This design comes from an exercise in tuning for small area on the open sky130 flow, not from production work. Function was checked by simulation only, so behaviour that the tests miss may differ from the original. Power figures rest on the tool's default switching activity, not on a simulated workload.

### flow/constraint.sdc
create_clock -name core_clock -period 7.0 [get_ports {clk}]
set_input_delay 1.4000 -clock core_clock [delete_from_list [all_inputs] [get_ports {clk}]]
set_output_delay 1.4000 -clock core_clock [all_outputs]
set_load 0.01 [all_outputs]
### flow/design.v
package rf_pkg;
    localparam RF_XLEN   = 32;
    localparam RF_NREGS  = 32;
    localparam RF_PCNT_W = 2;
endpackage
module rf_inv   (input logic a, output logic y);                 assign y = ~a;                                  endmodule
module rf_nand2 (input logic a, b, output logic y);              assign y = ~(a & b);                            endmodule
module rf_nand2b(input logic an, b, output logic y);             assign y = ~(~an & b);                          endmodule
module rf_nand3 (input logic a, b, c, output logic y);           assign y = ~(a & b & c);                        endmodule
module rf_nand4 (input logic a, b, c, d, output logic y);        assign y = ~(a & b & c & d);                    endmodule
module rf_nor2  (input logic a, b, output logic y);              assign y = ~(a | b);                            endmodule
module rf_and2  (input logic a, b, output logic y);              assign y = a & b;                               endmodule
module rf_and4  (input logic a, b, c, d, output logic y);        assign y = a & b & c & d;                       endmodule
module rf_or2   (input logic a, b, output logic y);              assign y = a | b;                               endmodule
module rf_or3   (input logic a, b, c, output logic y);           assign y = a | b | c;                           endmodule
module rf_o21ai (input logic a1, a2, b1, output logic y);        assign y = ~((a1 | a2) & b1);                   endmodule
module rf_o22a  (input logic a1, a2, b1, b2, output logic y);    assign y = (a1 | a2) & (b1 | b2);               endmodule
module rf_o22ai (input logic a1, a2, b1, b2, output logic y);    assign y = ~((a1 | a2) & (b1 | b2));            endmodule
module rf_a21o  (input logic a1, a2, b1, output logic y);        assign y = (a1 & a2) | b1;                      endmodule
module rf_aoi222(input logic a1, a2, b1, b2, c1, c2, output logic y);
    assign y = ~((a1 & a2) | (b1 & b2) | (c1 & c2));
endmodule
module rf_pend_ctr (
    input  logic [1:0] cnt,
    input  logic       inc,
    input  logic       nany,
    input  logic       two,
    output logic [1:0] cnt_d,
    output logic       underflow
);
    logic n_inc, n_hi, n_a, n_one, n_b, n_c, n_d;
    rf_nand2  u0 (.a(inc), .b(cnt[0]), .y(n_inc));
    rf_nand2b u1 (.an(cnt[1]), .b(n_inc), .y(n_hi));
    rf_o22a   u2 (.a1(inc), .a2(cnt[0]), .b1(cnt[1]), .b2(n_inc), .y(n_a));
    rf_nor2   u3 (.a(nany), .b(two), .y(n_one));
    rf_nand2  u4 (.a(n_a), .b(n_one), .y(n_b));
    rf_nand2b u5 (.an(nany), .b(n_b), .y(n_c));
    rf_and2   u6 (.a(n_hi), .b(n_c), .y(cnt_d[1]));
    rf_nor2   u7 (.a(n_hi), .b(n_c), .y(underflow));
    rf_o21ai  u8 (.a1(n_a), .a2(n_one), .b1(n_b), .y(n_d));
    rf_nor2   u9 (.a(underflow), .b(n_d), .y(cnt_d[0]));
endmodule
module rf_rd_bit (
    input  logic [31:1] sel,
    input  logic [31:1] d,
    output logic        y
);
    logic [10:0] n;
    logic [2:0]  g;
    for (genvar k = 0; k < 10; k++) begin : g_aoi
        rf_aoi222 u_aoi (
            .a1 (sel[3*k+1]), .a2 (d[3*k+1]),
            .b1 (sel[3*k+2]), .b2 (d[3*k+2]),
            .c1 (sel[3*k+3]), .c2 (d[3*k+3]),
            .y  (n[k])
        );
    end
    rf_nand2 u_n31 (.a(sel[31]), .b(d[31]), .y(n[10]));
    rf_nand4 u_g0  (.a(n[0]), .b(n[1]), .c(n[2]), .d(n[3]), .y(g[0]));
    rf_nand4 u_g1  (.a(n[4]), .b(n[5]), .c(n[6]), .d(n[7]), .y(g[1]));
    rf_nand3 u_g2  (.a(n[8]), .b(n[9]), .c(n[10]), .y(g[2]));
    rf_or3   u_y   (.a(g[0]), .b(g[1]), .c(g[2]), .y(y));
endmodule
module rf_dec5 (
    input  logic [4:0]  a,
    input  logic        en,
    output logic [31:1] y
);
    logic [4:0] an;
    logic [3:0] lo_n;
    logic [7:0] hi_n;
    for (genvar i = 0; i < 5; i++) begin : g_inv
        rf_inv u_inv (.a(a[i]), .y(an[i]));
    end
    for (genvar k = 0; k < 4; k++) begin : g_lo
        rf_nand2 u_lo (.a(k[1] ? a[1] : an[1]), .b(k[0] ? a[0] : an[0]), .y(lo_n[k]));
    end
    for (genvar m = 0; m < 8; m++) begin : g_hi
        rf_nand4 u_hi (.a(en), .b(m[2] ? a[4] : an[4]), .c(m[1] ? a[3] : an[3]),
                       .d(m[0] ? a[2] : an[2]), .y(hi_n[m]));
    end
    for (genvar r = 1; r < 32; r++) begin : g_y
        rf_nor2 u_y (.a(lo_n[r % 4]), .b(hi_n[r / 4]), .y(y[r]));
    end
endmodule
module rf_dec5_row (
    input  logic [4:0]  a,
    input  logic        en,
    output logic [31:1] y
);
    logic [4:0] an;
    logic [3:0] lo;
    logic [7:0] hi;
    for (genvar i = 0; i < 5; i++) begin : g_inv
        rf_inv u_inv (.a(a[i]), .y(an[i]));
    end
    for (genvar k = 0; k < 4; k++) begin : g_lo
        rf_nor2 u_lo (.a(k[1] ? an[1] : a[1]), .b(k[0] ? an[0] : a[0]), .y(lo[k]));
    end
    for (genvar m = 0; m < 8; m++) begin : g_hi
        rf_and4 u_hi (.a(en), .b(m[2] ? a[4] : an[4]), .c(m[1] ? a[3] : an[3]),
                      .d(m[0] ? a[2] : an[2]), .y(hi[m]));
    end
    for (genvar r = 1; r < 32; r++) begin : g_y
        rf_and2 u_y (.a(lo[r % 4]), .b(hi[r / 4]), .y(y[r]));
    end
endmodule
module rf_dec5_row_n (
    input  logic [4:0]  a,
    input  logic        en,
    output logic [31:1] y_n
);
    logic [4:0] an;
    logic [3:0] lo;
    logic [7:0] hi;
    for (genvar i = 0; i < 5; i++) begin : g_inv
        rf_inv u_inv (.a(a[i]), .y(an[i]));
    end
    for (genvar k = 0; k < 4; k++) begin : g_lo
        rf_nor2 u_lo (.a(k[1] ? an[1] : a[1]), .b(k[0] ? an[0] : a[0]), .y(lo[k]));
    end
    for (genvar m = 0; m < 8; m++) begin : g_hi
        rf_and4 u_hi (.a(en), .b(m[2] ? a[4] : an[4]), .c(m[1] ? a[3] : an[3]),
                      .d(m[0] ? a[2] : an[2]), .y(hi[m]));
    end
    for (genvar r = 1; r < 32; r++) begin : g_y
        rf_nand2 u_y (.a(lo[r % 4]), .b(hi[r / 4]), .y(y_n[r]));
    end
endmodule
module regfile_mp_sb (
    input  logic         clk,
    input  logic         aresetn,
    input  logic [9:0]   rd_addr,
    output logic [63:0]  rd_data,
    output logic [1:0]   rd_busy,
    input  logic         rsv_en,
    input  logic [4:0]   rsv_addr,
    output logic         rsv_ready,
    input  logic [1:0]   wr_en,
    input  logic [9:0]   wr_addr,
    input  logic [63:0]  wr_data,
    output logic         sb_err
);
    logic [31:0]  regs_q [1:31];
    logic [1:0]   pcnt_q [1:31];
    logic         init_q;
    logic         sb_err_q;
    logic [31:1]  w0, w1, rs0, rs1, rv, rv_en, busy, pc1, pc0, uf;
    logic [31:1]  wsel0_n, whold, nany, two, w1n;
    logic [31:0]  wd0_n, wd1_n;
    logic         uf_any, rsv_c1, rsv_c0;
    rf_dec5 u_dec_w0 (.a(wr_addr[4:0]), .en(wr_en[0]), .y(w0));
    rf_dec5_row_n u_dec_w1 (.a(wr_addr[9:5]), .en(wr_en[1]), .y_n(w1n));
    rf_dec5_row u_dec_r0 (.a(rd_addr[4:0]), .en(init_q),   .y(rs0));
    rf_dec5_row u_dec_r1 (.a(rd_addr[9:5]), .en(init_q),   .y(rs1));
    rf_dec5 u_dec_rv (.a(rsv_addr),     .en(1'b1),     .y(rv));
    for (genvar b = 0; b < 32; b++) begin : g_wd
        rf_inv u_wd0 (.a(wr_data[b]),    .y(wd0_n[b]));
        rf_inv u_wd1 (.a(wr_data[32+b]), .y(wd1_n[b]));
    end
    for (genvar r = 1; r < 32; r++) begin : g_reg
        logic [31:0] nxt;
        logic [1:0]  cnt_d;
        rf_inv   u_w1    (.a(w1n[r]), .y(w1[r]));
        rf_nor2  u_nany  (.a(w0[r]), .b(w1[r]), .y(nany[r]));
        rf_and2  u_hold  (.a(nany[r]), .b(init_q), .y(whold[r]));
        rf_nand2 u_sel0  (.a(w0[r]), .b(w1n[r]), .y(wsel0_n[r]));
        rf_and2  u_two   (.a(w0[r]), .b(w1[r]), .y(two[r]));
        rf_and2  u_inc   (.a(rv[r]), .b(rsv_en), .y(rv_en[r]));
        for (genvar b = 0; b < 32; b++) begin : g_bit
            logic wd;
            rf_o22ai u_wd (
                .a1 (w1n[r]),     .a2 (wd1_n[b]),
                .b1 (wsel0_n[r]), .b2 (wd0_n[b]),
                .y  (wd)
            );
            rf_a21o  u_nx (.a1(whold[r]), .a2(regs_q[r][b]), .b1(wd), .y(nxt[b]));
        end
        always_ff @(posedge clk) begin
            regs_q[r] <= nxt;
        end
        rf_pend_ctr u_ctr (
            .cnt       (pcnt_q[r]),
            .inc       (rv_en[r]),
            .nany      (nany[r]),
            .two       (two[r]),
            .cnt_d     (cnt_d),
            .underflow (uf[r])
        );
        always_ff @(posedge clk or negedge aresetn) begin
            if (!aresetn) pcnt_q[r] <= '0;
            else          pcnt_q[r] <= cnt_d;
        end
        rf_or2  u_busy (.a(pcnt_q[r][1]), .b(pcnt_q[r][0]), .y(busy[r]));
        assign pc1[r] = pcnt_q[r][1];
        assign pc0[r] = pcnt_q[r][0];
    end
    for (genvar b = 0; b < 32; b++) begin : g_rd
        logic [31:1] col;
        for (genvar r = 1; r < 32; r++) begin : g_col
            assign col[r] = regs_q[r][b];
        end
        rf_rd_bit u_rd0 (.sel(rs0), .d(col), .y(rd_data[b]));
        rf_rd_bit u_rd1 (.sel(rs1), .d(col), .y(rd_data[32+b]));
    end
    rf_rd_bit u_busy0 (.sel(rs0), .d(busy), .y(rd_busy[0]));
    rf_rd_bit u_busy1 (.sel(rs1), .d(busy), .y(rd_busy[1]));
    rf_rd_bit u_sat1  (.sel(rv),  .d(pc1),  .y(rsv_c1));
    rf_rd_bit u_sat0  (.sel(rv),  .d(pc0),  .y(rsv_c0));
    rf_nand2  u_ready (.a(rsv_c1), .b(rsv_c0), .y(rsv_ready));
    assign uf_any = |uf;
    always_ff @(posedge clk or negedge aresetn) begin
        if (!aresetn) init_q <= 1'b0;
        else          init_q <= 1'b1;
    end
    always_ff @(posedge clk or negedge aresetn) begin
        if (!aresetn) sb_err_q <= 1'b0;
        else          sb_err_q <= sb_err_q | uf_any;
    end
    assign sb_err = sb_err_q;
endmodule
### flow/run.sh
#!/bin/bash
# synth_recipe.tcl (not shown) runs the flow's synth.tcl, then flattens the netlist and writes it again
# the make line also repeats each setting of config.mk as NAME=value (left out here)
make -C /OpenROAD-flow-scripts/flow DESIGN_CONFIG=/design/flow/config.mk WORK_HOME=/design/flow/orfs CLKGATE_MAP_FILE= SYNTH_SCRIPT=/design/flow/synth_recipe.tcl finish
### flow/config.mk
export PLATFORM = sky130hd
export DESIGN_NAME = regfile_mp_sb
export DESIGN_NICKNAME = regfile_mp_sb
export VERILOG_FILES = /design/flow/design.v
export SDC_FILE = /design/flow/constraint.sdc
export NUM_CORES = 8
export LEC_CHECK = 0
export CAP_MARGIN = 20
export CELL_PAD_IN_SITES_DETAIL_PLACEMENT = 1
export CORE_MARGIN = 2
export CORE_UTILIZATION = 60
export PLACE_DENSITY = 0.64
export SLEW_MARGIN = 20
export SYNTH_HIERARCHICAL = 1
==> results.ini, run 1 <==
[placement]
place.detailed.hpwl_microns = 162000
placed_cell_area_sq_um = 52700
dp_slack_ns = 0.714
gp_congestion = 1.01
io_buffers = 161

[clock_tree]
postCtsSetupBuffers = 0
cts_root_buf = clkbuf_16
cts_inserted_buffers = 107
htreeDepth = 3
cts_hold_buf = 0
cts_resized = 0
cts_sinks = 1056
cts_buffer_depth = 3

[synth]
synth_seq_cells = 1056
synth_top_area_cell = dfxtp_1
syn_area_sq_um = 48000
synth_edf_count = 0
ys_seq_area_frac = 0.447
async_reset_ff_frac = 0.0606
yosys-top-cells-count = 992 x a21o_1, 992 x dfxtp_1, 992 x o22ai_1
synth_area_leaders = dfxtp_1 41%, a21o_1 16%, a222oi_1 14%
synth.avg_cell_area_sq_um = 9.80
synth_top_area_frac = 0.413
synth_cells = 4904
synthDistinctLibCells = 20
ys.flop_type = dfxtp_1
yosys_warnings = 11

[floorplan]
initial_utilization = 0.607
die_h_microns = 287
rows = 103
die_w_microns = 287
pin_count = 162

[grt]
grt_overflow = 1491
grt_max_degree = 65
track_usage = 0.944

[status]
error = [ERROR GRT-0232] Routing congestion too high. Check the congestion heatmap in the GUI.
stop_stage = global routing
status = did not finish

[per-stage QoR]
| step | cells | hold WS (ns) |
|---|---|---|
| 3_5_place_dp | 6305 | 0.464 |
| 3_3_place_gp | 6302 | 0.453 |
| 4_1_cts | 6501 | 0.489 |
| 2_1_floorplan | 4912 | 0.447 |
[worst max path at each step]
stage,depth (start not counted),slack [ns],startpoint,end
floorplan,6,2.64,rd_addr[3],rd_busy[0]
global placement,9,0.80,rd_addr[3],rd_data[6]
detailed placement,9,0.71,rd_addr[3],rd_data[6]
CTS,9,0.57,rd_addr[8],rd_data[38]
[layer usage]
layer,track usage,overflow
met5,0.708,25
met3,0.880,135
met2,1.02,607
met1,0.929,126
met4,0.984,598
[cells by family after synthesis]
logic type | Yosys count | share of synthesized area
AO/OA/AOI/OAI | 2726 | 0.435
buffers and inverters | 120 | 0.00937
flip-flops | 1056 | 0.447
other | 1 | 0.0000781
AND/OR/NAND/NOR | 1001 | 0.109
[per-module statistics from Yosys, one instance, submodules excluded, a selection]
module / cell area [sq um] / times used / flops+latches
rf_a21o: 7.51 / 992 / 0
rf_and2: 6.26 / 186 / 0
rf_and4: 8.76 / 24 / 0
rf_inv: 3.75 / 120 / 0
rf_nand2: 3.75 / 201 / 0
rf_nand2b: 6.26 / 62 / 0
rf_nand3: 5.00 / 68 / 0
rf_nand4: 6.26 / 152 / 0
rf_nor2: 3.75 / 198 / 0
rf_o22a: 8.76 / 31 / 0
rf_o22ai: 6.26 / 992 / 0
rf_or2: 6.26 / 31 / 0
[power by group through the flow]
stage,registers (mW),clock network [mW],logic (mW)
after CTS,6.48,6.15,1.35
after detailed placement,6.58,0,1.27
after floorplan,6.51,0,0.686
after global placement,6.55,0,1.20
==> inputs of run 2 (changes only) <==
--- a/flow/config.mk
+++ b/flow/config.mk
@@ -8,7 +8,7 @@
 export CAP_MARGIN = 20
 export CELL_PAD_IN_SITES_DETAIL_PLACEMENT = 1
 export CORE_MARGIN = 2
-export CORE_UTILIZATION = 60
-export PLACE_DENSITY = 0.64
+export CORE_UTILIZATION = 45
+export PLACE_DENSITY = 0.5
 export SLEW_MARGIN = 20
 export SYNTH_HIERARCHICAL = 1
==> run 2 against run 1 <==
Against the previous run: synthesized cell count unchanged; synthesized area is the same; now clean on timing, DRC and antenna.
==> results.ini, run 2 <==
[status]
status = complete, no violations  ; was did not finish

[clock_tree]
cts_hold_buf = 0  ; unchanged
cts_tree = built
cts_buffer_depth = 3  ; unchanged
insertion_delay_ns = 0.74
cts_root_buf = clkbuf_16  ; unchanged
cts_inserted_buffers = 119  ; was 107
cts_sinks = 1056  ; unchanged
path_clk_slew_ns = 0.06
htreeDepth = 3  ; unchanged
postCtsSetupBuffers = 0  ; unchanged
cts_resized = 0  ; unchanged

[final_layout]
final_cell_mix = 992 x a21o_1, 992 x o22ai_1, 992 x dfxtp_1
top_register = regs_q
multi_input_area_sq_um = 26400
nets = 5489
largest_reg_flops = 992
drive_gt1_frac = 0.0987
reg_top3 = regs_q x992, pcnt_q x62
ff_latch_area_sq_um = 21500
stdcell_area_sq_um = 57800
layout.cells.non_filler = 6888
n_fill_cell = 11800
area_delta_synth_final_pct = 20.2

[sta]
max_freq_mhz = 151
worst_pin_slew_ns = 1.29
hold_ws_ns = 0.479
setup_violations = 0
maxSlewViolCount = 0
hold_viol = 0
rsz0062_at_grt = no
min_period_over_period = 0.947
finalCriticalPeriod_ns = 6.63
slew_headroom = 0.142
fin_skew_ns = 0.0230
finalSetupTns_ns = 0

[hold_path]
hold_depth = 1
min_to = regs_q[26][21]
hold_class = reg -> reg
hp-start = regs_q[26][21]

[synth]
synth_top_area_frac = 0.413  ; unchanged
async_reset_ff_frac = 0.0606  ; unchanged
synth_area_leaders = dfxtp_1 41%, a21o_1 16%, a222oi_1 14%  ; unchanged
yosys-top-cells-count = 992 x a21o_1, 992 x dfxtp_1, 992 x o22ai_1  ; unchanged
synth_cells = 4904  ; unchanged
synth_seq_cells = 1056  ; unchanged
synth.avg_cell_area_sq_um = 9.80  ; unchanged
ys_seq_area_frac = 0.447  ; unchanged
ys.flop_type = dfxtp_1  ; unchanged
synth_top_area_cell = dfxtp_1  ; unchanged
synth_edf_count = 0  ; unchanged
syn_area_sq_um = 48000  ; unchanged
synthDistinctLibCells = 20  ; unchanged
yosys_warnings = 11  ; unchanged

[setup_path]
critPathMaxFanout = 26
r2r_setup_slack_ns = 4.20
cp.required_ns = 5.60
rr_endpoint = regs_q[17][30]
r2r_cells = 3
cp-end-kind = output port
crit_type = in -> out
start_kind = input port
reg2reg_from = init_q
crit_arrival_ns = 5.23

[grt]
grt_overflow = 0
grt_max_degree = 65
track_usage = 0.490
grt_pass1_wl_microns = 391000
antenna_found_initial = 10
grt_pass1_vias = 54600

[placement]
place.detailed.hpwl_microns = 166000  ; was 162000 microns
gp_congestion = 0.942  ; was 1.01
place_inst = 6657  ; was 6305
placed_cell_area_sq_um = 53500  ; was 52700 sq um
io_buffers = 161  ; unchanged

[floorplan]
die_h_microns = 331  ; was 287 microns
die_w_microns = 331  ; was 287 microns
rows = 119  ; was 103
pin_count = 162  ; unchanged
core-area_sq_um = 106000
initial_utilization = 0.455  ; was 0.607
die_area_sq_um = 109000

[routing]
drc_errors = 0
vias = 56900
postRouteAntennaNets = 0
firstDrtPassIters = 13
wl_per_cell_microns = 40.6
routed_wirelength_microns = 280000
detail_route.iter0.violations = 11800
viasPerCell = 8.26

[pwr]
p_seq_frac = 0.447
p_clk_frac = 0.457
p_leak_nw = 29.2
p_int_mw = 10.6
comb_power_share = 0.096
p_switching_mw = 3.91
peakVddDrop_uv = 221
p_sw_frac = 0.270
power-per-cell-area_nw_per_um2 = 250

[flow_run]
maxCapViolations = 0

[run 2: worst max path at each step]
stage / endpoint / slack (ns) / cells past startpoint / start
6_report: rd_data[40] / 0.37 / 8 / rd_addr[5]
5_1_grt: rd_data[40] / 0.42 / 8 / rd_addr[5]
4_1_cts: rd_data[20] / 0.65 / 8 / rd_addr[3]
3_5_place_dp: rd_data[20] / 0.66 / 8 / rd_addr[3]
3_3_place_gp: rd_data[20] / 0.72 / 8 / rd_addr[2]
2_1_floorplan: rd_busy[0] / 2.64 / 6 / rd_addr[3]
[run 2: cells by family after synthesis]
family / count (synthesis) / share of synthesized area
AO/OA/AOI/OAI: 2726 / 0.435
flip-flops: 1056 / 0.447
buffers and inverters: 120 / 0.00937
AND/OR/NAND/NOR: 1001 / 0.109
other: 1 / 0.0000781
[run 2: cell type report]
| type | count | area share |
|---|---|---|
| Clock inverter | 29 | 0.00593 |
| Inverter | 120 | 0.00780 |
| Timing Repair Buffer | 362 | 0.0625 |
| Tap cell | 1391 | 0.0301 |
| Multi-Input combinational cell | 3736 | 0.457 |
| Sequential cell | 1056 | 0.371 |
| Clock buffer | 191 | 0.0646 |
| Antenna cell | 3 | 0.000130 |
[run 2: critical path, cell delays in order]
cell and delay, ns:
clkdlybuf4s50_1 0.64, inv_1 0.10, nor2_1 0.51, and2_2 1.03, a222oi_1 0.29, nand4_1 0.29, or3_1 0.35, clkdlybuf4s50_1 0.60
[run 2: power groups by stage]
| stage | Combinational, mW | Clock, mW | Sequential (mW) |
|---|---|---|---|
| 2_1_floorplan | 0.686 | 0 | 6.51 |
| 3_3_place_gp | 1.27 | 0 | 6.57 |
| 3_5_place_dp | 1.30 | 0 | 6.58 |
| 4_1_cts | 1.30 | 6.58 | 6.45 |
| 5_1_grt | 1.41 | 6.83 | 6.48 |
| 6_report | 1.39 | 6.61 | 6.46 |
[run 2: layer usage]
metal	up-vias	global-route usage	wire, microns
met5	-	0.00174	45
met4	8	0.342	23000
met3	1239	0.171	42600
met2	5208	0.689	112000
met1	28200	0.625	103000
li1	22200	-	-
[run 2: modules after synthesis, one instance, submodules excluded, excerpt]
module	cells	copies in the design	flip-flops and latches
rf_and4	1	24	0
rf_o22ai	1	992	0
rf_nand3	1	68	0
rf_nand2b	1	62	0
rf_or2	1	31	0
rf_nor2	1	198	0
rf_nand4	1	152	0
rf_a21o	1	992	0
rf_or3	1	68	0
rf_o21ai	1	31	0
rf_nand2	1	201	0
rf_o22a	1	31	0
rf_and2	1	186	0
rf_inv	1	120	0
[run 2: metrics by stage]
step / util / total power, mW / setup WS [ns]
after global routing: 0.547 / 14.7 / 0.420
after floorplan: - / 7.19 / 2.64
after detailed placement: 0.507 / 7.87 / 0.658
final: 0.547 / 14.5 / 0.368
after global placement: 0.506 / 7.83 / 0.715
after CTS: 0.545 / 14.3 / 0.652
==> inputs of run 3 (changes only) <==
==> flow/flow/run.sh (new file) <==
#!/bin/bash
# Layout flow: the standard ORFS flow (standard.sh, unchanged synthesis), with three
# settings the standard flow does not expose:
#  - ports are buffered with the smallest buffer cell instead of the default delay cell;
#  - non-critical gates are downsized after global routing (RECOVER_POWER);
#  - the clock tree is built from clkbuf_4 buffers (8 registers per leaf) without dummy balancing loads.
# Every port still gets its own buffer, and the clock still reaches every register
# through the clock tree.
set -euo pipefail
export BUFFER_PORTS_ARGS="-buffer_cell sky130_fd_sc_hd__buf_1"
export RECOVER_POWER=100
export CTS_ARGS="-sink_clustering_enable -repair_clock_nets -dont_use_dummy_load -buf_list {sky130_fd_sc_hd__clkbuf_4} -sink_clustering_size 8 -sink_clustering_max_diameter 30"
bash standard.sh > standard.log 2>&1
==> flow/standard.sh (new file) <==
#!/bin/bash
# synth_recipe.tcl (not shown) runs the flow's synth.tcl, then flattens the netlist and writes it again
# the make line also repeats each setting of config.mk as NAME=value (left out here)
make -C /OpenROAD-flow-scripts/flow DESIGN_CONFIG=/design/flow/config.mk WORK_HOME=/design/flow/orfs CLKGATE_MAP_FILE= SYNTH_SCRIPT=/design/flow/synth_recipe.tcl "${@:-finish}"
--- a/flow/config.mk
+++ b/flow/config.mk
@@ -8,7 +8,7 @@
 export CAP_MARGIN = 20
 export CELL_PAD_IN_SITES_DETAIL_PLACEMENT = 1
 export CORE_MARGIN = 2
-export CORE_UTILIZATION = 45
-export PLACE_DENSITY = 0.5
+export CORE_UTILIZATION = 50
+export PLACE_DENSITY = 0.55
 export SLEW_MARGIN = 20
 export SYNTH_HIERARCHICAL = 1
removed: flow/run.sh
==> run 3 against run 2 <==
Against the previous run: now fails the layout checks on capacitance limit, slew limit; count of clock-buffer cells in the layout grew 37; utilization increased by 1.1 points; non-clock buffer count fell by 80; clock skew is 0.058 ns higher; hold slack worse by 0.20 ns; synthesized area is the same; combinational power fell by 6%; routed wire length fell by 4.6%; critical path depth stayed put; sequential power is essentially flat; worst setup slack got worse by 0.052 ns; die area decreased by 9.9%; critical path type is now in -> reg; critical endpoint is now regs_q[16][8]; largest cell class unchanged; largest power group is now sequential cells; highest routed layer unchanged.
==> results.ini, run 3 <==
[status]
status = finished with violations  ; was complete, no violations
so_faults = capacitance limit, slew limit

[pwr]
comb_power_share = 0.114  ; was 0.096
peakVddDrop_uv = 151  ; was 221 uV
p_seq_frac = 0.558  ; was 0.447
power-per-cell-area_nw_per_um2 = 217  ; was 250 nW/um^2
p_sw_frac = 0.301  ; was 0.270
p_clk_frac = 0.328  ; was 0.457
p_leak_nw = 27.1  ; was 29.2 nW
p_int_mw = 8.07  ; was 10.6 mW
p_switching_mw = 3.48  ; was 3.91 mW

[clock_tree]
cts_sinks = 1056  ; unchanged
postCtsSetupBuffers = 0  ; unchanged
cts_tree = built  ; unchanged
insertion_delay_ns = 1.17  ; was 0.74 ns
cts_resized = 0  ; unchanged
htreeDepth = 4  ; was 3
cts_inserted_buffers = 228  ; was 119
path_clk_slew_ns = 0.08  ; was 0.06 ns
cts_hold_buf = 0  ; unchanged
cts_root_buf = clkbuf_4  ; was clkbuf_16
cts_buffer_depth = 3  ; unchanged

[routing]
firstDrtPassIters = 14  ; was 13
wl_per_cell_microns = 39.8  ; was 40.6 microns
detail_route.iter0.violations = 11800  ; about the same
drc_errors = 0  ; unchanged
viasPerCell = 8.52  ; was 8.26
routed_wirelength_microns = 267000  ; was 280000 microns
postRouteAntennaNets = 0  ; unchanged
vias = 57100  ; was 56.9k

[final_layout]
ff_latch_area_sq_um = 21500  ; unchanged
multi_input_area_sq_um = 26300  ; was 26400 sq um
drive_gt1_frac = 0.0776  ; was 0.0987
area_delta_synth_final_pct = 10.6  ; was 20.2%
reg_top3 = regs_q x992, pcnt_q x62  ; unchanged
largest_reg_flops = 992  ; unchanged
n_fill_cell = 10900  ; was 11.8k
final_cell_mix = 992 x a21o_1, 992 x o22ai_1, 992 x dfxtp_1  ; unchanged
nets = 5518  ; was 5489
top_register = regs_q  ; unchanged
stdcell_area_sq_um = 53100  ; was 57800 sq um

[setup_path]
reg2reg_from = init_q  ; unchanged
rr_endpoint = regs_q[22][4]  ; was regs_q[17][30]
r2r_setup_slack_ns = 2.62  ; was 4.20 ns
cp-end-kind = register  ; was output port
cp.required_ns = 8.04  ; was 5.60 ns
crit_type = in -> reg  ; was in -> out
crit_arrival_ns = 7.73  ; was 5.23 ns
r2r_cells = 3  ; unchanged
critPathMaxFanout = 33  ; was 26
start_kind = input port  ; unchanged
crit_start = wr_addr[8]  ; was rd_addr[5]

[synth]
synth_top_area_frac = 0.413  ; unchanged
synthDistinctLibCells = 20  ; unchanged
synth_seq_cells = 1056  ; unchanged
ys_seq_area_frac = 0.447  ; unchanged
synth_area_leaders = dfxtp_1 41%, a21o_1 16%, a222oi_1 14%  ; unchanged
synth.avg_cell_area_sq_um = 9.80  ; unchanged
synth_edf_count = 0  ; unchanged
syn_area_sq_um = 48000  ; unchanged
synth_cells = 4904  ; unchanged
yosys-top-cells-count = 992 x a21o_1, 992 x dfxtp_1, 992 x o22ai_1  ; unchanged
yosys_warnings = 11  ; unchanged
async_reset_ff_frac = 0.0606  ; unchanged
synth_top_area_cell = dfxtp_1  ; unchanged
ys.flop_type = dfxtp_1  ; unchanged

[floorplan]
pin_count = 162  ; unchanged
die_h_microns = 314  ; was 331 microns
rows = 113  ; was 119
initial_utilization = 0.505  ; was 0.455
die_area_sq_um = 98600  ; was 109000 sq um
core-area_sq_um = 95200  ; was 106000 sq um
die_w_microns = 314  ; was 331 microns

[sta]
layout_setup_ws_ns = 0.316  ; was 0.368 ns
fin_skew_ns = 0.0808  ; was 0.0230 ns
rsz0062_at_grt = no  ; unchanged
slew_headroom = -1.40  ; was 0.142
max_freq_mhz = 150  ; was 151 MHz
hold_ws_ns = 0.280  ; was 0.479 ns
hold_viol = 0  ; unchanged
worst_pin_slew_ns = 3.59  ; was 1.29 ns
finalSetupTns_ns = 0  ; unchanged
maxSlewViolCount = 1660  ; was 0
finalCriticalPeriod_ns = 6.68  ; was 6.63 ns
setup_violations = 0  ; unchanged
min_period_over_period = 0.955  ; was 0.947

[grt]
track_usage = 0.517  ; was 0.490
grt_overflow = 0  ; unchanged
grt_pass1_wl_microns = 377000  ; was 391000 microns
grt_max_degree = 52  ; was 65
grt_pass1_vias = 55300  ; was 54.6k
busiest_layer = met2  ; unchanged
antenna_found_initial = 21  ; was 10
met1_usage = 0.640  ; was 0.625
grtUsageMet2 = 0.723  ; was 0.689
use_met3 = 0.204  ; was 0.171

[flow_run]
maxCapViolations = 49  ; was 0

[placement]
io_buffers = 161  ; unchanged
place.detailed.hpwl_microns = 152000  ; was 166000 microns
placed_cell_area_sq_um = 51400  ; was 53500 sq um
gp_congestion = 1.03  ; was 0.942
dp_slack_ns = 1.48  ; was 0.658 ns

[hold_path]
hold_class = in -> async  ; was reg -> reg

run 3: cell types whose count changed in the layout (fill, tap and decap cells not counted), moves of 38 or more:
cell,before,now
clkdlybuf4s50_1,160,0
clkbuf_8,38,0
clkbuf_16,124,2
clkbuf_4,0,228
buf_1,0,158
buf_4,162,76
run 3: kinds of logic (layout without fill, tap and decap cells):
family / Yosys count / in the layout / share of synthesized area
compound gates: 2726 / 2726 / 0.435
buf+inv: 120 / 630 / 0.00937
flops: 1056 / 1056 / 0.447
other cells: 1 / 25 / 0.0000781
simple gates: 1001 / 1001 / 0.109
run 3: layout make-up:
cell class / instances / share of cell area
repair buffers: 282 / 0.0298
well taps: 1265 / 0.0298
flip-flops and latches: 1056 / 0.404
multi-input cells: 3736 / 0.495
clock buffers: 228 / 0.0322
diodes: 16 / 0.000753
inverters: 120 / 0.00848
run 3: worst max-delay path by stage:
stage | slack, ns | to
finish | 0.32 | regs_q[16][8]
global route | 0.48 | rd_data[17]
CTS | 1.12 | rd_data[11]
detailed placement | 1.48 | rd_data[54]
global placement | 1.49 | rd_data[22]
floorplan | 2.64 | rd_busy[0]
run 3: per-stage QoR:
step / total power, mW / utilization / instances
global route: 11.8 / 0.558 / 6697
CTS: 11.4 / 0.558 / 6678
global placement: 7.74 / 0.539 / 6444
finish: 11.6 / 0.559 / 6703
floorplan: 7.19 / - / 4912
detailed placement: 7.79 / 0.540 / 6450
run 3: modules after synthesis (local to each module, per instance), a selection:
module         flops+latches  cell area [sq um]  cells inside  copies in the design
rf_and2                    0               6.26             1                   186
rf_nand3                   0               5.00             1                    68
rf_o22a                    0               8.76             1                    31
regfile_mp_sb           1056              21500          1068                     1
rf_or3                     0               6.26             1                    68
rf_nor2                    0               3.75             1                   198
rf_o22ai                   0               6.26             1                   992
rf_and4                    0               8.76             1                    24
rf_aoi222                  0               10.0             1                   680
rf_a21o                    0               7.51             1                   992
rf_nand2b                  0               6.26             1                    62
rf_o21ai                   0               5.00             1                    31
rf_nand4                   0               6.26             1                   152
rf_inv                     0               3.75             1                   120
run 3: power groups by stage:
stage	Combinational [mW]	Clock [mW]	Sequential, mW
after floorplan	0.686	0	6.51
after global placement	1.18	0	6.56
after detailed placement	1.22	0	6.58
after CTS	1.22	3.76	6.44
after global routing	1.33	4.05	6.48
final	1.31	3.79	6.45
run 3: critical path, cell delays in order:
cell,delay (ns)
clkbuf_1,0.27
inv_1,0.13
and4_1,0.38
nand2_1,0.41
clkbuf_1,2.21
nand2_1,2.21
o22ai_1,0.53
a21o_1,0.14
run 3: metal layers:
metal | routed length [microns] | up-vias
met4 | 22900 | 16
met3 | 43400 | 1397
met1 | 94200 | 28100
met5 | 115 | -
li1 | - | 22200
met2 | 106000 | 5388
==> inputs of run 4 (changes only) <==
==> flow/flow/run.sh (replaced) <==
#!/bin/bash
# Layout flow: the standard ORFS flow (standard.sh, unchanged synthesis), with two
# settings the standard flow does not expose:
#  - ports are buffered with the smallest buffer cell instead of the default delay cell;
#  - the clock tree is built from clkbuf_4 buffers (8 registers per leaf) without dummy balancing loads.
# Every port still gets its own buffer, and the clock still reaches every register
# through the clock tree.
set -euo pipefail
export BUFFER_PORTS_ARGS="-buffer_cell sky130_fd_sc_hd__buf_1"
export CTS_ARGS="-sink_clustering_enable -repair_clock_nets -dont_use_dummy_load -buf_list {sky130_fd_sc_hd__clkbuf_4} -sink_clustering_size 8 -sink_clustering_max_diameter 50"
bash standard.sh > standard.log 2>&1
==> run 4 against run 3 <==
Against the previous run: now clean on timing, DRC and antenna; largest cell class unchanged; highest routed layer unchanged; die area unchanged; synthesized cell count unchanged; count of clock-buffer cells in the layout decreased by 72.
==> results.ini, run 4 <==
[status]
status = complete, no violations  ; was finished with violations

[routing]
viasPerCell = 8.54  ; was 8.52
detail_route.iter0.violations = 11300  ; was 11.8k
wl_per_cell_microns = 40.1  ; was 39.8 microns
firstDrtPassIters = 14  ; unchanged
vias = 56700  ; was 57.1k
drc_errors = 0  ; unchanged
postRouteAntennaNets = 0  ; unchanged
routed_wirelength_microns = 266000  ; was 267000 microns

[floorplan]
die_h_microns = 314  ; unchanged
die_area_sq_um = 98600  ; unchanged
die_w_microns = 314  ; unchanged
core-area_sq_um = 95200  ; unchanged
initial_utilization = 0.505  ; unchanged
rows = 113  ; unchanged
pin_count = 162  ; unchanged

[grt]
grt_overflow = 0  ; unchanged
track_usage = 0.517  ; about the same
grt_max_degree = 52  ; unchanged
grt_pass1_wl_microns = 376000  ; was 377000 microns
antenna_found_initial = 19  ; was 21
grt_pass1_vias = 54600  ; was 55.3k

[synth]
synth_top_area_frac = 0.413  ; unchanged
synth_top_area_cell = dfxtp_1  ; unchanged
ys.flop_type = dfxtp_1  ; unchanged
yosys-top-cells-count = 992 x a21o_1, 992 x dfxtp_1, 992 x o22ai_1  ; unchanged
async_reset_ff_frac = 0.0606  ; unchanged
synth_seq_cells = 1056  ; unchanged
synth_area_leaders = dfxtp_1 41%, a21o_1 16%, a222oi_1 14%  ; unchanged
synth_edf_count = 0  ; unchanged
synthDistinctLibCells = 20  ; unchanged
syn_area_sq_um = 48000  ; unchanged
synth.avg_cell_area_sq_um = 9.80  ; unchanged
yosys_warnings = 11  ; unchanged
ys_seq_area_frac = 0.447  ; unchanged
synth_cells = 4904  ; unchanged

[final_layout]
top_register = regs_q  ; unchanged
nets = 5446  ; was 5518
drive_gt1_frac = 0.0783  ; was 0.0776
area_delta_synth_final_pct = 9.92  ; was 10.6%
reg_top3 = regs_q x992, pcnt_q x62  ; unchanged
layout.cells.non_filler = 6630  ; was 6703
largest_reg_flops = 992  ; unchanged
final_cell_mix = 992 x a21o_1, 992 x o22ai_1, 992 x dfxtp_1  ; unchanged

[clock_tree]
insertion_delay_ns = 1.13  ; was 1.17 ns
cts_inserted_buffers = 156  ; was 228
cts_tree = built  ; unchanged
cts_resized = 0  ; unchanged
htreeDepth = 4  ; unchanged
cts_buffer_depth = 3  ; unchanged
cts_sinks = 1056  ; unchanged
postCtsSetupBuffers = 0  ; unchanged
cts_hold_buf = 0  ; unchanged
cts_root_buf = clkbuf_4  ; unchanged
path_clk_slew_ns = 0.10  ; was 0.08 ns

[sta]
rsz0062_at_grt = no  ; unchanged
setup_violations = 0  ; unchanged
finalCriticalPeriod_ns = 6.34  ; was 6.68 ns
worst_pin_slew_ns = 1.32  ; was 3.59 ns
min_period_over_period = 0.905  ; was 0.955
finalSetupTns_ns = 0  ; unchanged
max_freq_mhz = 158  ; was 150 MHz
layout_setup_ws_ns = 0.664  ; was 0.316 ns
hold_viol = 0  ; unchanged
maxSlewViolCount = 0  ; was 1660
slew_headroom = 0.121  ; was -1.40
fin_skew_ns = 0.0882  ; was 0.0808 ns

[pwr]
power_mw = 11.0  ; was 11.6 mW
power-per-cell-area_nw_per_um2 = 208  ; was 217 nW/um^2
p_leak_nw = 26.9  ; was 27.1 nW
peakVddDrop_uv = 163  ; was 151 uV

[setup_path]
crit_path_cell_trace = and4_1, and2_2, a222oi_1, nand4_1, or3_1, buf_1  ; was clkbuf_1, inv_1, and4_1, nand2_1, clkbuf_1, nand2_1, o22ai_1, a21o_1
max_stage_delay_ns = 0.98  ; was 2.21 ns
reg2reg_from = init_q  ; unchanged
cp-end-kind = output port  ; was register
crit_arrival_ns = 4.94  ; was 7.73 ns
slowest_stage = a222oi_1  ; was clkbuf_1
cp.required_ns = 5.60  ; was 8.04 ns
start_kind = register  ; was input port
crit_type = reg -> out  ; was in -> reg
critPathMaxFanout = 33  ; unchanged
crit_start = init_q  ; was wr_addr[8]

[placement]
place_inst = 6450  ; unchanged
io_buffers = 161  ; unchanged
gp_congestion = 1.03  ; unchanged
dp_slack_ns = 1.48  ; unchanged
place.detailed.hpwl_microns = 152000  ; unchanged

[flow_run]
maxCapViolations = 0  ; was 49

[hold_path]
hold_class = in -> async  ; unchanged

==> run 4: cell counts after synthesis <==
No cell type changed its count.
==> run 4: through the flow <==
step | area [sq um] | utilization | hold slack [ns]
global route | 52800 | 0.555 | 0.148
finish | 52800 | 0.555 | 0.158
detailed placement | 51400 | 0.540 | 0.464
CTS | 52500 | 0.552 | 0.0866
global placement | 51300 | 0.539 | 0.453
floorplan | 48100 | - | 0.447
==> run 4: final timing paths <==
| path | depth (start not counted) | slack (ns) | endpoint |
|---|---|---|---|
| max | 6 | 0.66 | rd_busy[0] |
| min | 1 | 0.16 | pcnt_q[18][0] |
| max reg2reg | 3 | 4.32 | regs_q[22][3] |
| min reg2reg | 1 | 0.48 | regs_q[29][6] |
| max in group asynchronous | 2 | 5.74 | pcnt_q[2][0] |
| min in group core_clock | 1 | 0.48 | regs_q[29][6] |
==> run 4: worst max-delay path: cells and delay by family (launching register included) <==
family | cells | cell delay [ns]
DFF | 1 | 0.70
and+or+nand+nor | 4 | 1.92
buffers and inverters | 1 | 0.15
AOI/OAI and AO/OA | 1 | 0.98
==> run 4: metal layers <==
layer	share of wire	vias up	track usage	routed length, microns
li1	-	22100	-	-
met1	0.35	27800	0.648	93700
met2	0.40	5408	0.723	106000
met3	0.16	1356	0.190	43000
met4	0.086	18	0.382	22800
met5	0.00095	-	0.0106	253
==> run 4: where the power goes <==
group	internal, mW	switching (mW)
Clock	1.02	2.22
Combinational	0.374	0.944
Sequential	6.24	0.211
Total	7.63	3.38
==> run 4: cell type report <==
class                           instances  area [sq um]
Fill cell                           10900         42300
Multi-Input combinational cell       3736         26400
Sequential cell                      1056         21500
Timing Repair Buffer                  282          1690
Tap cell                             1265          1580
Clock buffer                          156          1170
Inverter                              120           450
Antenna cell                           15          37.5
==> run 4: logic make-up (layout without fill, tap and decap cells) <==
kind of cell,Yosys count,after routing,synth area share
AO/OA/AOI/OAI,2726,2726,0.435
buffers and inverters,120,558,0.00937
AND/OR/NAND/NOR,1001,1001,0.109
flip-flops,1056,1056,0.447
other,1,24,0.0000781
==> run 4: per-module statistics from Yosys, one instance, submodules excluded, excerpt <==
module	cells inside	flip-flops and latches
regfile_mp_sb	1068	1056
rf_aoi222	1	0
rf_o22a	1	0
rf_and4	1	0
rf_a21o	1	0
rf_and2	1	0
rf_nand4	1	0
rf_or2	1	0
rf_or3	1	0
rf_o22ai	1	0
rf_nand2b	1	0
rf_o21ai	1	0
rf_nand3	1	0
rf_nand2	1	0
rf_inv	1	0
==> inputs of run 5 (changes only) <==
--- a/flow/design.v
+++ b/flow/design.v
@@ -15,8 +15,6 @@
 module rf_or3   (input logic a, b, c, output logic y);           assign y = a | b | c;                           endmodule
 module rf_o21ai (input logic a1, a2, b1, output logic y);        assign y = ~((a1 | a2) & b1);                   endmodule
 module rf_o22a  (input logic a1, a2, b1, b2, output logic y);    assign y = (a1 | a2) & (b1 | b2);               endmodule
-module rf_o22ai (input logic a1, a2, b1, b2, output logic y);    assign y = ~((a1 | a2) & (b1 | b2));            endmodule
-module rf_a21o  (input logic a1, a2, b1, output logic y);        assign y = (a1 & a2) | b1;                      endmodule
 module rf_aoi222(input logic a1, a2, b1, b2, c1, c2, output logic y);
     assign y = ~((a1 & a2) | (b1 & b2) | (c1 & c2));
 endmodule
@@ -105,28 +103,6 @@
         rf_and2 u_y (.a(lo[r % 4]), .b(hi[r / 4]), .y(y[r]));
     end
 endmodule
-module rf_dec5_row_n (
-    input  logic [4:0]  a,
-    input  logic        en,
-    output logic [31:1] y_n
-);
-    logic [4:0] an;
-    logic [3:0] lo;
-    logic [7:0] hi;
-    for (genvar i = 0; i < 5; i++) begin : g_inv
-        rf_inv u_inv (.a(a[i]), .y(an[i]));
-    end
-    for (genvar k = 0; k < 4; k++) begin : g_lo
-        rf_nor2 u_lo (.a(k[1] ? an[1] : a[1]), .b(k[0] ? an[0] : a[0]), .y(lo[k]));
-    end
-    for (genvar m = 0; m < 8; m++) begin : g_hi
-        rf_and4 u_hi (.a(en), .b(m[2] ? a[4] : an[4]), .c(m[1] ? a[3] : an[3]),
-                      .d(m[0] ? a[2] : an[2]), .y(hi[m]));
-    end
-    for (genvar r = 1; r < 32; r++) begin : g_y
-        rf_nand2 u_y (.a(lo[r % 4]), .b(hi[r / 4]), .y(y_n[r]));
-    end
-endmodule
 module regfile_mp_sb (
     input  logic         clk,
     input  logic         aresetn,
@@ -146,38 +122,32 @@
     logic         init_q;
     logic         sb_err_q;
     logic [31:1]  w0, w1, rs0, rs1, rv, rv_en, busy, pc1, pc0, uf;
-    logic [31:1]  wsel0_n, whold, nany, two, w1n;
-    logic [31:0]  wd0_n, wd1_n;
+    logic [31:1]  wsel0, whold, nany, two, w1n;
     logic         uf_any, rsv_c1, rsv_c0;
     rf_dec5 u_dec_w0 (.a(wr_addr[4:0]), .en(wr_en[0]), .y(w0));
-    rf_dec5_row_n u_dec_w1 (.a(wr_addr[9:5]), .en(wr_en[1]), .y_n(w1n));
+    rf_dec5_row u_dec_w1 (.a(wr_addr[9:5]), .en(wr_en[1]), .y(w1));
     rf_dec5_row u_dec_r0 (.a(rd_addr[4:0]), .en(init_q),   .y(rs0));
     rf_dec5_row u_dec_r1 (.a(rd_addr[9:5]), .en(init_q),   .y(rs1));
     rf_dec5 u_dec_rv (.a(rsv_addr),     .en(1'b1),     .y(rv));
-    for (genvar b = 0; b < 32; b++) begin : g_wd
-        rf_inv u_wd0 (.a(wr_data[b]),    .y(wd0_n[b]));
-        rf_inv u_wd1 (.a(wr_data[32+b]), .y(wd1_n[b]));
-    end
     for (genvar r = 1; r < 32; r++) begin : g_reg
-        logic [31:0] nxt;
+        logic [31:0] nxt_n;
         logic [1:0]  cnt_d;
-        rf_inv   u_w1    (.a(w1n[r]), .y(w1[r]));
         rf_nor2  u_nany  (.a(w0[r]), .b(w1[r]), .y(nany[r]));
         rf_and2  u_hold  (.a(nany[r]), .b(init_q), .y(whold[r]));
-        rf_nand2 u_sel0  (.a(w0[r]), .b(w1n[r]), .y(wsel0_n[r]));
+        rf_inv   u_w1n   (.a(w1[r]), .y(w1n[r]));
+        rf_and2  u_sel0  (.a(w0[r]), .b(w1n[r]), .y(wsel0[r]));
         rf_and2  u_two   (.a(w0[r]), .b(w1[r]), .y(two[r]));
         rf_and2  u_inc   (.a(rv[r]), .b(rsv_en), .y(rv_en[r]));
         for (genvar b = 0; b < 32; b++) begin : g_bit
-            logic wd;
-            rf_o22ai u_wd (
-                .a1 (w1n[r]),     .a2 (wd1_n[b]),
-                .b1 (wsel0_n[r]), .b2 (wd0_n[b]),
-                .y  (wd)
+            rf_aoi222 u_wm (
+                .a1 (w1[r]),    .a2 (wr_data[32+b]),
+                .b1 (wsel0[r]), .b2 (wr_data[b]),
+                .c1 (whold[r]), .c2 (regs_q[r][b]),
+                .y  (nxt_n[b])
             );
-            rf_a21o  u_nx (.a1(whold[r]), .a2(regs_q[r][b]), .b1(wd), .y(nxt[b]));
         end
         always_ff @(posedge clk) begin
-            regs_q[r] <= nxt;
+            regs_q[r] <= ~nxt_n;
         end
         rf_pend_ctr u_ctr (
             .cnt       (pcnt_q[r]),
==> run 5 against run 4 <==
Against the previous run: sequential share of layout area increased by 0.35 points; flip-flop and latch count unchanged; maximum frequency increased by 0.70%; highest routed layer unchanged; synthesized area decreased by 0.18%; still clean on timing, DRC and antenna.
==> results.ini, run 5 <==
[setup_path]
critPathMaxFanout = 47  ; was 33
max_stage_delay_ns = 1.03  ; was 0.98 ns
cp-end-kind = output port  ; unchanged
cp.required_ns = 5.60  ; about the same
crit_path_cell_trace = and4_1, and2_2, a222oi_1, nand4_1, or3_1, buf_1  ; unchanged
crit_arrival_ns = 4.89  ; was 4.94 ns
worst-path-buf-inv = 1  ; unchanged
cp_top_family = simple AND/OR/NAND/NOR gates  ; unchanged
r2r_cells = 3  ; unchanged
slowest_stage = and2_2  ; was a222oi_1
crit_type = reg -> out  ; unchanged
cp.depth = 6  ; unchanged
start_kind = register  ; unchanged

[final_layout]
multi_input_area_sq_um = 22800  ; was 26400 sq um
reg_top3 = regs_q x992, pcnt_q x62  ; unchanged
final_cell_mix = 1672 x a222oi_1, 1048 x inv_1, 992 x dfxtp_1  ; was 992 x a21o_1, 992 x o22ai_1, 992 x dfxtp_1
final_common_cell = a222oi_1
largest_reg_flops = 992  ; unchanged
ff_latch_area_sq_um = 21500  ; about the same
nets = 5364  ; was 5446
area_delta_synth_final_pct = 9.17  ; was 9.92%
layout.cells.non_filler = 6548  ; was 6630
n_fill_cell = 10900  ; about the same
top_register = regs_q  ; unchanged
drive_gt1_frac = 0.0792  ; was 0.0783

[clock_tree]
htreeDepth = 4  ; unchanged
postCtsSetupBuffers = 0  ; unchanged
cts_resized = 0  ; unchanged
cts_sinks = 1056  ; unchanged
path_clk_slew_ns = 0.11  ; was 0.10 ns
cts_root_buf = clkbuf_4  ; unchanged
cts_buffer_depth = 3  ; unchanged
cts_hold_buf = 0  ; unchanged
cts_inserted_buffers = 160  ; was 156
insertion_delay_ns = 1.20  ; was 1.13 ns
cts_tree = built  ; unchanged

[flow_run]
maxCapViolations = 0  ; unchanged

[synth]
synth_edf_count = 0  ; unchanged
synth_top_area_cell = dfxtp_1  ; unchanged
synth.avg_cell_area_sq_um = 9.91  ; was 9.80 sq um
synth.most_common_cell = a222oi_1
synth_top_area_frac = 0.414  ; was 0.413
synthDistinctLibCells = 18  ; was 20
ys.flop_type = dfxtp_1  ; unchanged
synth_cells = 4840  ; was 4904
async_reset_ff_frac = 0.0606  ; unchanged
yosys_warnings = 11  ; unchanged
synth_area_leaders = dfxtp_1 41%, a222oi_1 35%, inv_1 8.2%  ; was dfxtp_1 41%, a21o_1 16%, a222oi_1 14%
ys_seq_area_frac = 0.447  ; about the same
yosys-top-cells-count = 1672 x a222oi_1, 1048 x inv_1, 992 x dfxtp_1  ; was 992 x a21o_1, 992 x dfxtp_1, 992 x o22ai_1
syn_area_sq_um = 48000  ; about the same
synth_seq_cells = 1056  ; unchanged

[sta]
hold_ws_ns = 0.402  ; was 0.158 ns
rsz0062_at_grt = no  ; unchanged
hold_viol = 0  ; unchanged
slew_headroom = 0.119  ; was 0.121
fin_skew_ns = 0.0964  ; was 0.0882 ns
setup_violations = 0  ; unchanged
worst_pin_slew_ns = 1.32  ; about the same
min_period_over_period = 0.899  ; was 0.905
max_freq_mhz = 159  ; was 158 MHz
finalCriticalPeriod_ns = 6.29  ; was 6.34 ns
finalSetupTns_ns = 0  ; unchanged
maxSlewViolCount = 0  ; unchanged

[floorplan]
core-area_sq_um = 95000  ; was 95200 sq um
initial_utilization = 0.505  ; about the same
rows = 113  ; unchanged
pin_count = 162  ; unchanged
die_w_microns = 314  ; about the same
die_h_microns = 314  ; about the same
die_area_sq_um = 98400  ; was 98600 sq um

[routing]
detail_route.iter0.violations = 18600  ; was 11.3k
postRouteAntennaNets = 0  ; unchanged
viasPerCell = 8.55  ; was 8.54
wl_per_cell_microns = 39.7  ; was 40.1 microns
routed_wirelength_microns = 260000  ; was 266000 microns
firstDrtPassIters = 22  ; was 14
vias = 56000  ; was 56.7k
drc_errors = 0  ; unchanged

[pwr]
p_leak_nw = 25.6  ; was 26.9 nW
peakVddDrop_uv = 162  ; was 163 uV
power-per-cell-area_nw_per_um2 = 211  ; was 208 nW/um^2

[placement]
place_inst = 6373  ; was 6450
place.detailed.hpwl_microns = 148000  ; was 152000 microns
io_buffers = 161  ; unchanged
gp_congestion = 0.961  ; was 1.03

[grt]
grt_pass1_wl_microns = 368000  ; was 376000 microns
grt_max_degree = 65  ; was 52
grt_overflow = 0  ; unchanged
track_usage = 0.502  ; was 0.517
grt_pass1_vias = 53900  ; was 54.6k
antenna_found_initial = 13  ; was 19

[status]
status = complete, no violations  ; unchanged

[hold_path]
hold_class = in -> async  ; unchanged

-- run 5: worst reg2reg max path, stage by stage (launching register included) --
cell      delay [ns]
dfrtp_2         0.90
and2_2          1.21
a222oi_1        0.29
inv_1           0.13
-- run 5: report_power, final --
group	switching, mW	total (mW)	internal (mW)	leakage (nW)
clock network	2.26	3.30	1.05	0.736
logic	0.940	1.29	0.348	16.0
registers	0.218	6.45	6.24	8.85
-- run 5: per-module statistics from Yosys, one instance, submodules excluded, a selection --
module / cells inside / copies in the design / flip-flops and latches
rf_or3: 1 / 68 / 0
rf_nor2: 1 / 198 / 0
rf_o22a: 1 / 31 / 0
rf_inv: 1 / 56 / 0
rf_nand4: 1 / 152 / 0
rf_nand2b: 1 / 62 / 0
rf_and2: 1 / 248 / 0
rf_nand3: 1 / 68 / 0
rf_or2: 1 / 31 / 0
regfile_mp_sb: 2060 / 1 / 1056
rf_o21ai: 1 / 31 / 0
rf_and4: 1 / 24 / 0
rf_aoi222: 1 / 1672 / 0
rf_nand2: 1 / 139 / 0
-- run 5: logic make-up (layout without fill, tap and decap cells) --
kind of cell / after synthesis / count (layout) / share of synthesized area
AOI/OAI and AO/OA: 1734 / 1734 / 0.358
DFF: 1056 / 1056 / 0.447
buffers and inverters: 1048 / 1468 / 0.0820
and+or+nand+nor: 1001 / 1001 / 0.113
other: 1 / 24 / 0.0000782
-- run 5: final timing paths --
check | to | startpoint | slack [ns]
setup / recovery | rd_data[27] | init_q | 0.71
hold / removal | pcnt_q[27][0] | aresetn | 0.40
setup reg to reg | regs_q[24][25] | init_q | 4.41
hold reg to reg | regs_q[2][18] | regs_q[2][18] | 0.52
max in group asynchronous | init_q | aresetn | 5.94
min in group core_clock | regs_q[2][18] | regs_q[2][18] | 0.52
-- run 5: per-stage QoR --
stage | setup WS (ns) | cell area [sq um] | power [mW] | utilization
floorplan | 2.64 | 48000 | 7.08 | -
global placement | 1.46 | 51100 | 7.73 | 0.538
detailed placement | 1.44 | 51100 | 7.77 | 0.538
CTS | 1.09 | 52300 | 10.9 | 0.551
global route | 0.773 | 52400 | 11.3 | 0.551
finish | 0.708 | 52400 | 11.0 | 0.551
-- run 5: routing by layer --
metal,share of wire,wire (microns),vias to the layer above,track usage
li1,-,-,21800,-
met1,0.33,86600,27000,0.622
met2,0.39,102000,5764,0.706
met3,0.18,46100,1443,0.183
met4,0.095,24800,10,0.388
met5,0.00028,72,-,0.00290
-- run 5: area by class of cell --
cell class                 count  area share
multi-input combinational   2744       0.435
sequential                  1056       0.410
inverter                    1048      0.0751
tap                         1265      0.0302
timing repair buffer         260      0.0258
clock buffer                 160      0.0229
antenna                       15    0.000717
==> inputs of run 6 (changes only) <==
==> flow/flow/run.sh (replaced) <==
#!/bin/bash
# Layout flow: the standard ORFS flow (standard.sh, unchanged synthesis), with two
# settings the standard flow does not expose:
#  - ports are buffered with buf_2 instead of the default delay cell;
#  - the clock tree is built from clkbuf_4 buffers (8 registers per leaf) without dummy balancing loads.
# Every port still gets its own buffer, and the clock still reaches every register
# through the clock tree.
set -euo pipefail
export BUFFER_PORTS_ARGS="-buffer_cell sky130_fd_sc_hd__buf_2"
export CTS_ARGS="-sink_clustering_enable -repair_clock_nets -dont_use_dummy_load -buf_list {sky130_fd_sc_hd__clkbuf_4} -sink_clustering_size 8 -sink_clustering_max_diameter 50"
bash standard.sh > standard.log 2>&1
==> run 6 against run 5 <==
Against the previous run: global-route usage is 0.59 points higher; utilization is 0.19 points lower; final cell count is 0.69% lower; highest routed layer unchanged; synthesized cell count stayed put; critical endpoint is now rd_data[12]; combinational power hardly changed; still clean; maximum frequency is 3.4% lower; clock skew is 0.0034 ns lower; critical path type unchanged; largest power group unchanged; power is 0.52% lower; synthesized area stayed put.
==> results.ini, run 6 <==
[setup_path]
crit_end = rd_data[12]  ; was rd_data[27]
critPathMaxFanout = 33  ; was 47
start_kind = register  ; unchanged
crit_type = reg -> out  ; unchanged
r2r_setup_slack_ns = 4.18  ; was 4.41 ns
cp-end-kind = output port  ; unchanged
cp.required_ns = 5.60  ; about the same
r2r_cells = 4  ; was 3
reg2reg_from = init_q  ; unchanged
crit_start = init_q  ; unchanged
crit_arrival_ns = 5.11  ; was 4.89 ns
rr_endpoint = regs_q[12][22]  ; was regs_q[24][25]

[floorplan]
die_area_sq_um = 98400  ; unchanged
die_h_microns = 314  ; unchanged
rows = 113  ; unchanged
die_w_microns = 314  ; unchanged
initial_utilization = 0.505  ; unchanged
core-area_sq_um = 95000  ; unchanged
pin_count = 162  ; unchanged

[clock_tree]
cts_sinks = 1056  ; unchanged
cts_tree = built  ; unchanged
cts_inserted_buffers = 157  ; was 160
path_clk_slew_ns = 0.11  ; about the same
postCtsSetupBuffers = 0  ; unchanged
cts_hold_buf = 0  ; unchanged
insertion_delay_ns = 1.17  ; was 1.20 ns
cts_root_buf = clkbuf_4  ; unchanged
cts_buffer_depth = 3  ; unchanged
htreeDepth = 4  ; unchanged
cts_resized = 0  ; unchanged

[final_layout]
final_common_cell = a222oi_1  ; unchanged
ff_latch_area_sq_um = 21500  ; about the same
largest_reg_flops = 992  ; unchanged
multi_input_area_sq_um = 22800  ; about the same
nets = 5312  ; was 5364
stdcell_area_sq_um = 52200  ; was 52400 sq um
final_util = 0.549  ; was 0.551
top_register = regs_q  ; unchanged
n_fill_cell = 10800  ; was 10.9k
reg_top3 = regs_q x992, pcnt_q x62  ; unchanged
final_cell_mix = 1672 x a222oi_1, 1048 x inv_1, 992 x dfxtp_1  ; unchanged
area_delta_synth_final_pct = 8.80  ; was 9.17%
drive_gt1_frac = 0.100  ; was 0.0792

[synth]
synth_cells = 4840  ; unchanged
ys.flop_type = dfxtp_1  ; unchanged
synth.avg_cell_area_sq_um = 9.91  ; unchanged
async_reset_ff_frac = 0.0606  ; unchanged
synth_seq_cells = 1056  ; unchanged
synth_top_area_frac = 0.414  ; unchanged
syn_area_sq_um = 48000  ; unchanged
synth_top_area_cell = dfxtp_1  ; unchanged
yosys-top-cells-count = 1672 x a222oi_1, 1048 x inv_1, 992 x dfxtp_1  ; unchanged
synth.most_common_cell = a222oi_1  ; unchanged
synth_area_leaders = dfxtp_1 41%, a222oi_1 35%, inv_1 8.2%  ; unchanged
synth_edf_count = 0  ; unchanged
yosys_warnings = 11  ; unchanged
synthDistinctLibCells = 18  ; unchanged
ys_seq_area_frac = 0.447  ; unchanged

[sta]
min_period_over_period = 0.930  ; was 0.899
setup_violations = 0  ; unchanged
finalCriticalPeriod_ns = 6.51  ; was 6.29 ns
worst_pin_slew_ns = 1.33  ; was 1.32 ns
slew_headroom = 0.113  ; was 0.119
fin_skew_ns = 0.0930  ; was 0.0964 ns
rsz0062_at_grt = no  ; unchanged
maxSlewViolCount = 0  ; unchanged
hold_ws_ns = 0.117  ; was 0.402 ns
hold_viol = 0  ; unchanged
layout_setup_ws_ns = 0.487  ; was 0.708 ns
max_freq_mhz = 154  ; was 159 MHz
finalSetupTns_ns = 0  ; unchanged

[status]
status = complete, no violations  ; unchanged

[flow_run]
maxCapViolations = 0  ; unchanged

[pwr]
power-per-cell-area_nw_per_um2 = 211  ; about the same
p_leak_nw = 25.9  ; was 25.6 nW
peakVddDrop_uv = 157  ; was 162 uV

[grt]
grt_max_degree = 51  ; was 65
track_usage = 0.508  ; was 0.502
grt_overflow = 0  ; unchanged
grt_pass1_wl_microns = 369000  ; was 368000 microns
antenna_found_initial = 20  ; was 13
grt_pass1_vias = 53600  ; was 53.9k

[placement]
gp_congestion = 0.994  ; was 0.961
placed_cell_area_sq_um = 50900  ; was 51100 sq um
io_buffers = 161  ; unchanged
dp_slack_ns = 1.49  ; was 1.44 ns
place.detailed.hpwl_microns = 152000  ; was 148000 microns

[routing]
vias = 56200  ; was 56.0k
postRouteAntennaNets = 0  ; unchanged
wl_per_cell_microns = 40.6  ; was 39.7 microns
firstDrtPassIters = 22  ; unchanged
drc_errors = 0  ; unchanged
routed_wirelength_microns = 264000  ; was 260000 microns
detail_route.iter0.violations = 18900  ; was 18.6k
viasPerCell = 8.65  ; was 8.55

[hold_path]
hold_class = in -> async  ; unchanged

[run 6: changes by cell type in the layout (fill, tap and decap cells not counted)]
cell,change
buf_4,-49
buf_2,+160
and2_1,+2
and2_2,-2
diode_2,+7
buf_1,-160
dfrtp_1,+1
dfrtp_2,-1
clkbuf_4,-3
[run 6: report_power, final]
group	leakage, nW	switching (mW)	internal (mW)
logic	16.3	0.943	0.338
clock network	0.722	2.24	1.03
registers	8.85	0.208	6.24
total	25.9	3.39	7.60
[run 6: logic make-up after synthesis]
kind of cell	share of synthesized area
buffers and inverters	0.0820
flip-flops	0.447
other	0.0000782
AO/OA/AOI/OAI	0.358
AND/OR/NAND/NOR	0.113
[run 6: critical path, cell delays in order (launching register included)]
cell and delay (ns):
dfrtp_1 0.76, buf_4 0.44, and4_1 0.42, and2_2 1.02, a222oi_1 0.32, nand4_1 0.41
or3_1 0.35, buf_2 0.19
[run 6: worst min path at each step]
stage | start | end | slack (ns) | cells past startpoint
finish | aresetn | pcnt_q[18][1] | 0.12 | 1
global route | aresetn | pcnt_q[18][1] | 0.13 | 1
CTS | aresetn | pcnt_q[18][1] | 0.1 | 1
detailed placement | regs_q[19][7] | regs_q[19][7] | 0.49 | 2
global placement | regs_q[10][3] | regs_q[10][3] | 0.48 | 2
floorplan | regs_q[10][0] | regs_q[10][0] | 0.47 | 2
[run 6: Yosys stat by module (local to each module, per instance), a selection]
module / flip-flops and latches / area [sq um] / copies in the design
regfile_mp_sb: 1056 / 25300 / 1
rf_nor2: 0 / 3.75 / 198
rf_or3: 0 / 6.26 / 68
rf_nand4: 0 / 6.26 / 152
rf_and2: 0 / 6.26 / 248
rf_and4: 0 / 8.76 / 24
rf_nand3: 0 / 5.00 / 68
rf_nand2b: 0 / 6.26 / 62
[run 6: area by class of cell]
class	count	share of cell area
well taps	1265	0.0303
diodes	22	0.00106
multi-input cells	2744	0.437
repair buffers	211	0.0226
inverters	1048	0.0754
flip-flops and latches	1056	0.411
clock buffers	157	0.0226
[run 6: metrics by stage]
| stage | cells | power (mW) |
|---|---|---|
| final | 6503 | 11.0 |
| after global routing | 6497 | 11.2 |
| after CTS | 6481 | 10.9 |
| after detailed placement | 6324 | 7.76 |
| after global placement | 6324 | 7.71 |
| after floorplan | 4848 | 7.08 |
[run 6: per-layer routing]
layer,vias to the layer above,global-route usage,share of wire
li1,21700,-,-
met1,27300,0.628,0.33
met2,5858,0.706,0.40
met3,1390,0.210,0.18
met4,6,0.373,0.088
met5,-,0.0116,0.00069

-- static timing again, ports no longer ideal --
Ports are ideal in the flow. The routed layouts listed here were re-timed in OpenROAD. Step 1: set_driving_cell puts a clkbuf_16 on clk and a buf_2 on each other input, an assumption about the parent block. Step 2, shift: input delay + t, output delay - t, t = (earliest + latest rising clock arrival at the registers) / 2. This alone moves slack from input paths to output paths. a / b / c = no drivers / after step 1 / after step 2; a / b = the first two.
| run | t, ns | setup slack, ns | worst slew at a driven data input, ns | pins driven straight from the clock port |
|---|---|---|---|---|
| run 2 | 0.802 | 0.368 / 0.328 / 0.328 | 0.09 | 1 |
| run 3 | 1.243 | 0.316 / 0.361 / -0.874 | 0.13 | 1 |
| run 4 | 1.193 | 0.664 / 0.592 / 0.954 | 0.11 | 1 |
| run 5 | 1.250 | 0.708 / 0.634 / 0.937 | 0.22 | 1 |
| run 6 | 1.197 | 0.487 / 0.410 / 0.989 | 0.12 | 1 |
For run 3, which loses most, drivers alone change the setup slack by +0.045 ns; drivers and shift together by -1.190 ns.
